Background: an optimization exercise with open tools, aiming at small area. Do not read the settings as production practice. Only simulation tests tie the RTL to the original design; equivalence was not proved. Power figures rest on the tool's default switching activity, not on a simulated workload.

==> flow/design.v <==
package dataMemPkg;
    localparam int ByteWidth = 8;
    localparam int WordBytes = 4;
    typedef logic [ByteWidth-1:0] byteT;
    typedef logic [ByteWidth*WordBytes-1:0] wordT;
    typedef enum logic
    {
        IDLE,
        ACK
    } wbStateT;
endpackage
`timescale 1ns/1ps
module wbSlaveCtrl
(
    input  logic clk,
    input  logic rst,
    input  logic cyc,
    input  logic stb,
    input  logic we,
    output logic ack,
    output logic commitWrite,
    output logic commitRead
);
    logic request;
    assign request = !rst && !ack && cyc && stb;
    always_ff @(posedge clk)
    begin
        ack <= request;
    end
    assign commitWrite = request && we;
    assign commitRead  = request && !we;
endmodule
`timescale 1ns/1ps
module byteHold
(
    input  logic             keep,
    input  logic             load,
    input  dataMemPkg::byteT q,
    input  dataMemPkg::byteT d,
    output dataMemPkg::byteT nxt
);
    assign nxt = ({8{keep}} & q) | ({8{load}} & d);
endmodule
module byteSel4
(
    input  logic [3:0]       sel,
    input  dataMemPkg::byteT d0,
    input  dataMemPkg::byteT d1,
    input  dataMemPkg::byteT d2,
    input  dataMemPkg::byteT d3,
    output dataMemPkg::byteT y
);
    dataMemPkg::byteT yn012;
    dataMemPkg::byteT yn3;
    byteSelN3 sel012
    (
        .sel (sel[2:0]),
        .d0  (d0),
        .d1  (d1),
        .d2  (d2),
        .yn  (yn012)
    );
    byteNand sel3
    (
        .sel (sel[3]),
        .d   (d3),
        .yn  (yn3)
    );
    assign y = ~(yn012 & yn3);
endmodule
module byteNand
(
    input  logic             sel,
    input  dataMemPkg::byteT d,
    output dataMemPkg::byteT yn
);
    assign yn = ~({8{sel}} & d);
endmodule
module byteSelN3
(
    input  logic [2:0]       sel,
    input  dataMemPkg::byteT d0,
    input  dataMemPkg::byteT d1,
    input  dataMemPkg::byteT d2,
    output dataMemPkg::byteT yn
);
    assign yn = ~(({8{sel[0]}} & d0) | ({8{sel[1]}} & d1) | ({8{sel[2]}} & d2));
endmodule
module byteStore
(
    input  logic             clk,
    input  logic             rst,
    input  logic             commitWrite,
    input  logic [4:0]       adr,
    input  logic             byteAccess,
    input  dataMemPkg::wordT datIn,
    output dataMemPkg::wordT bankOut
);
    logic [1:0] a;
    logic [2:0] w;
    assign a = adr[1:0];
    assign w = adr[4:2];
    logic [7:0] rowDec;
    logic [7:0] rowSel [4];
    logic [3:0] laneSel;
    dataMemPkg::byteT mem [4][8];
    for (genvar r = 0; r < 8; r++)
    begin : gRowDec
        assign rowDec[r] = (w == 3'(r));
    end
    for (genvar k = 0; k < 4; k++)
    begin : gLaneSel
        assign laneSel[k] = (a == 2'(k));
    end
    for (genvar j = 0; j < 4; j++)
    begin : gBank
        logic wrap;
        assign wrap = (a > 2'(j));
        for (genvar r = 0; r < 8; r++)
        begin : gRowSel
            assign rowSel[j][r] = wrap ? rowDec[(r + 7) % 8] : rowDec[r];
        end
        logic bankWrite;
        assign bankWrite = commitWrite && (!byteAccess || laneSel[j]);
        logic [3:0] rotSel;
        assign rotSel = {4{bankWrite}} &
            {laneSel[(j + 1) & 3], laneSel[(j + 2) & 3], laneSel[(j + 3) & 3], laneSel[j]};
        dataMemPkg::byteT bankData;
        byteSel4 wrRot
        (
            .sel (rotSel),
            .d0  (datIn[7:0]),
            .d1  (datIn[15:8]),
            .d2  (datIn[23:16]),
            .d3  (datIn[31:24]),
            .y   (bankData)
        );
        for (genvar r = 0; r < 8; r++)
        begin : gCell
            logic keep;
            logic load;
            dataMemPkg::byteT nxt;
            assign load = rowSel[j][r];
            assign keep = !(rst || (bankWrite && rowSel[j][r]));
            byteHold hold
            (
                .keep (keep),
                .load (load),
                .q    (mem[j][r]),
                .d    (bankData),
                .nxt  (nxt)
            );
            always_ff @(posedge clk)
            begin
                mem[j][r] <= nxt;
            end
        end
        dataMemPkg::byteT rdN0;
        dataMemPkg::byteT rdN1;
        dataMemPkg::byteT rdN2;
        byteSelN3 rd0
        (
            .sel (rowSel[j][2:0]),
            .d0  (mem[j][0]),
            .d1  (mem[j][1]),
            .d2  (mem[j][2]),
            .yn  (rdN0)
        );
        byteSelN3 rd1
        (
            .sel (rowSel[j][5:3]),
            .d0  (mem[j][3]),
            .d1  (mem[j][4]),
            .d2  (mem[j][5]),
            .yn  (rdN1)
        );
        dataMemPkg::byteT rdN3;
        byteNand rd2
        (
            .sel (rowSel[j][6]),
            .d   (mem[j][6]),
            .yn  (rdN2)
        );
        byteNand rd3
        (
            .sel (rowSel[j][7]),
            .d   (mem[j][7]),
            .yn  (rdN3)
        );
        assign bankOut[j*8 +: 8] = ~(rdN0 & rdN1 & rdN2 & rdN3);
    end
endmodule
`timescale 1ns/1ps
module laneNext
(
    input  logic             keep,
    input  logic [3:0]       sel,
    input  dataMemPkg::byteT q,
    input  dataMemPkg::wordT banks,
    output dataMemPkg::byteT nxt
);
    assign nxt = ({8{keep}} & q) |
                 ({8{sel[0]}} & banks[7:0])   | ({8{sel[1]}} & banks[15:8]) |
                 ({8{sel[2]}} & banks[23:16]) | ({8{sel[3]}} & banks[31:24]);
endmodule
module readAligner
(
    input  logic             clk,
    input  logic             rst,
    input  logic             commitRead,
    input  logic             byteAccess,
    input  logic [1:0]       a,
    input  dataMemPkg::wordT bankOut,
    output dataMemPkg::wordT datOut
);
    logic keep;
    logic [3:0] bankSel;
    assign keep = !(rst || commitRead);
    for (genvar k = 0; k < 4; k++)
    begin : gBankSel
        assign bankSel[k] = (a == 2'(k));
    end
    for (genvar b = 0; b < 4; b++)
    begin : gLane
        logic laneOn;
        if (b == 0)
        begin : gLow
            assign laneOn = commitRead;
        end
        else
        begin : gHigh
            assign laneOn = commitRead && !byteAccess;
        end
        logic [3:0] sel;
        for (genvar j = 0; j < 4; j++)
        begin : gSel
            assign sel[j] = laneOn && bankSel[(j - b) & 3];
        end
        dataMemPkg::byteT nxt;
        laneNext next
        (
            .keep  (keep),
            .sel   (sel),
            .q     (datOut[b*8 +: 8]),
            .banks (bankOut),
            .nxt   (nxt)
        );
        always_ff @(posedge clk)
        begin
            datOut[b*8 +: 8] <= nxt;
        end
    end
endmodule
`timescale 1ns/1ps
module dataMemory
#(
    parameter int AddrWidth = 5
)
(
    input  logic                 clk,
    input  logic                 rst,
    input  logic                 cyc,
    input  logic                 stb,
    input  logic                 we,
    input  logic [AddrWidth-1:0] adr,
    input  logic                 byteAccess,
    input  dataMemPkg::wordT     datIn,
    output dataMemPkg::wordT     datOut,
    output logic                 ack
);
    logic commitWrite;
    logic commitRead;
    dataMemPkg::wordT bankOut;
    wbSlaveCtrl busCtrl
    (
        .clk         (clk),
        .rst         (rst),
        .cyc         (cyc),
        .stb         (stb),
        .we          (we),
        .ack         (ack),
        .commitWrite (commitWrite),
        .commitRead  (commitRead)
    );
    byteStore store
    (
        .clk         (clk),
        .rst         (rst),
        .commitWrite (commitWrite),
        .adr         (adr),
        .byteAccess  (byteAccess),
        .datIn       (datIn),
        .bankOut     (bankOut)
    );
    readAligner aligner
    (
        .clk         (clk),
        .rst         (rst),
        .commitRead  (commitRead),
        .byteAccess  (byteAccess),
        .a           (adr[1:0]),
        .bankOut     (bankOut),
        .datOut      (datOut)
    );
endmodule
export LEC_CHECK = 0
export CAP_MARGIN = 0
export CORE_MARGIN = 2
export CORE_UTILIZATION = 50
export PLACE_DENSITY = 0.65
export SLEW_MARGIN = 0
export SYNTH_HIERARCHICAL = 1
create_clock -name core_clock -period 8.0 [get_ports {clk}]
standard.sh (not shown) runs the stock make flow with config.mk's settings and CLKGATE_MAP_FILE= SYNTH_SCRIPT=/design/flow/synth_recipe.tcl, a recipe that flattens the netlist after the stock synthesis.
==> flow/flow/run.sh <==
#!/bin/bash
# Standard layout with the smallest port buffers and a coarser clock tree without dummy loads.
set -euo pipefail
export BUFFER_PORTS_ARGS="-buffer_cell sky130_fd_sc_hd__buf_1"
export CTS_ARGS="-sink_clustering_enable -repair_clock_nets -dont_use_dummy_load -sink_clustering_size 16 -sink_clustering_max_diameter 300 -buf_list sky130_fd_sc_hd__clkbuf_8"
bash standard.sh > standard.log 2>&1
The baseline went through all stages and came out clean.
Edit:
==> flow/flow/run.sh (replaced) <==
#!/bin/bash
# Standard layout with the smallest port buffers and a coarser clock tree without dummy loads.
set -euo pipefail
export BUFFER_PORTS_ARGS="-buffer_cell sky130_fd_sc_hd__buf_1"
export CTS_ARGS="-sink_clustering_enable -repair_clock_nets -dont_use_dummy_load -sink_clustering_size 25 -sink_clustering_max_diameter 300 -buf_list sky130_fd_sc_hd__clkbuf_16"
bash standard.sh > standard.log 2>&1
--- a/flow/config.mk
+++ b/flow/config.mk
@@ -8 +8 @@
-export CAP_MARGIN = 0
+export CAP_MARGIN = 20
@@ -10,3 +10,3 @@
-export CORE_UTILIZATION = 50
-export PLACE_DENSITY = 0.65
-export SLEW_MARGIN = 0
+export CORE_UTILIZATION = 60
+export PLACE_DENSITY = 0.75
+export SLEW_MARGIN = 20
Total power grows by 3.4%.
Fmax grows by 2.6%.
Routed wire length shrinks by 7.7%.
Flip-flop and latch count stays the same.
Register-to-register slack gets better by 0.19 ns.
Non-clock buffer count shrinks by 4.
Setup slack gets better by 0.12 ns.
Clock skew shrinks by 0.026 ns.

* * *

== PW ==
dataMemory, a different RTL version from the one above (not shown whole).
For scale: ~1,200 cells after synthesis, ~290 flip-flops, about 76 I/O pins, about 13,000 µm² of cells after synthesis.
Settings: LEC_CHECK=0, CAP_MARGIN=20, CORE_MARGIN=2, CORE_UTILIZATION=35, PLACE_DENSITY=0.55, SLEW_MARGIN=20, SYNTH_HIERARCHICAL=1; clock period 8.0 ns.
==> flow/flow/run.sh <==
#!/bin/bash
# Standard layout with the smallest port buffers and a coarser clock tree without dummy loads.
set -euo pipefail
export BUFFER_PORTS_ARGS="-buffer_cell sky130_fd_sc_hd__buf_1"
export CTS_ARGS="-sink_clustering_enable -repair_clock_nets -dont_use_dummy_load -sink_clustering_size 25 -sink_clustering_max_diameter 300 -buf_list sky130_fd_sc_hd__clkbuf_16"
bash standard.sh > standard.log 2>&1
Having completed the whole flow, PW delivered a layout that passed the timing, DRC and antenna checks.
Input-level comparison between JK and PW:
Settings: putting CTS_BUF_LIST at sky130_fd_sc_hd__clkbuf_4 where nothing was set.
==> flow/flow/run.sh <==
#!/bin/bash
# Standard layout with smaller port buffers and area recovery on paths with slack.
set -euo pipefail
export BUFFER_PORTS_ARGS="-buffer_cell sky130_fd_sc_hd__buf_1"
export RECOVER_POWER=100
bash standard.sh > standard.log 2>&1
Findings:
- Comparing JK and PW, the higher worst endpoint required time was measured on JK.
- Delta(final cell count, JK - PW) > 0
- For the fraction of power consumed by combinational cells, JK came in 1.6 points lower than PW did.
- Of JK and PW, JK shows the higher fraction of final layout cells with drive strength greater than 1, with PW below it.
- Higher final critical path time including I/O delays and setup goes to JK over PW.
- Side by side, final area turned out higher in JK than in PW.
- Between JK and PW, the clock distribution area overhead in the final layout is higher for JK.
- Diff PW -> JK | routed wire length | up slightly
- Apart from JK, each of JK and PW ends the flow with a layout that passes the timing, DRC and antenna checks.
- JK: all stages done; final checks FAILED (max-capacitance violations, max-slew violations).
- Looking at antenna diode instance count, JK sits 1 above PW.

separate check: timing with driven ports:
The results above use ideal ports. As a check the final layouts listed here were re-extracted and re-timed, cells and wires unchanged. Step 1 assumes that a clkbuf_16 drives the clock port and a buf_2 every other input. Step 2 adds t to the input delays and takes it off the output delays; t is the mean of the earliest and latest rising clock arrival at the registers after step 1. Input paths then give back, and output paths get back, about the clock's delay inside the block. Three values: no drivers, after step 1, after step 2; two values: the first two.
| run | shift t [ns] | setup WS [ns] | worst setup path after step 2 | worst data-port slew with drivers (ns) | pins driven straight from the clock port |
|---|---|---|---|---|---|
| the first run of note 1 | 0.589 | 3.405 / 3.429 / 2.840 | input to register | 0.08 | 1 |
| the second run of note 1 | 0.526 | 3.522 / 3.546 / 3.020 | input to register | 0.06 | 1 |
| PW | 0.544 | 3.287 / 3.318 / 2.774 | input to register | 0.09 | 1 |
| JK | 0.723 | 2.519 / 2.550 / 1.827 | input to register | 0.09 | 1 |
The setup slack of JK, which loses most, moves by +0.031 ns with the drivers and by -0.692 ns with both steps.
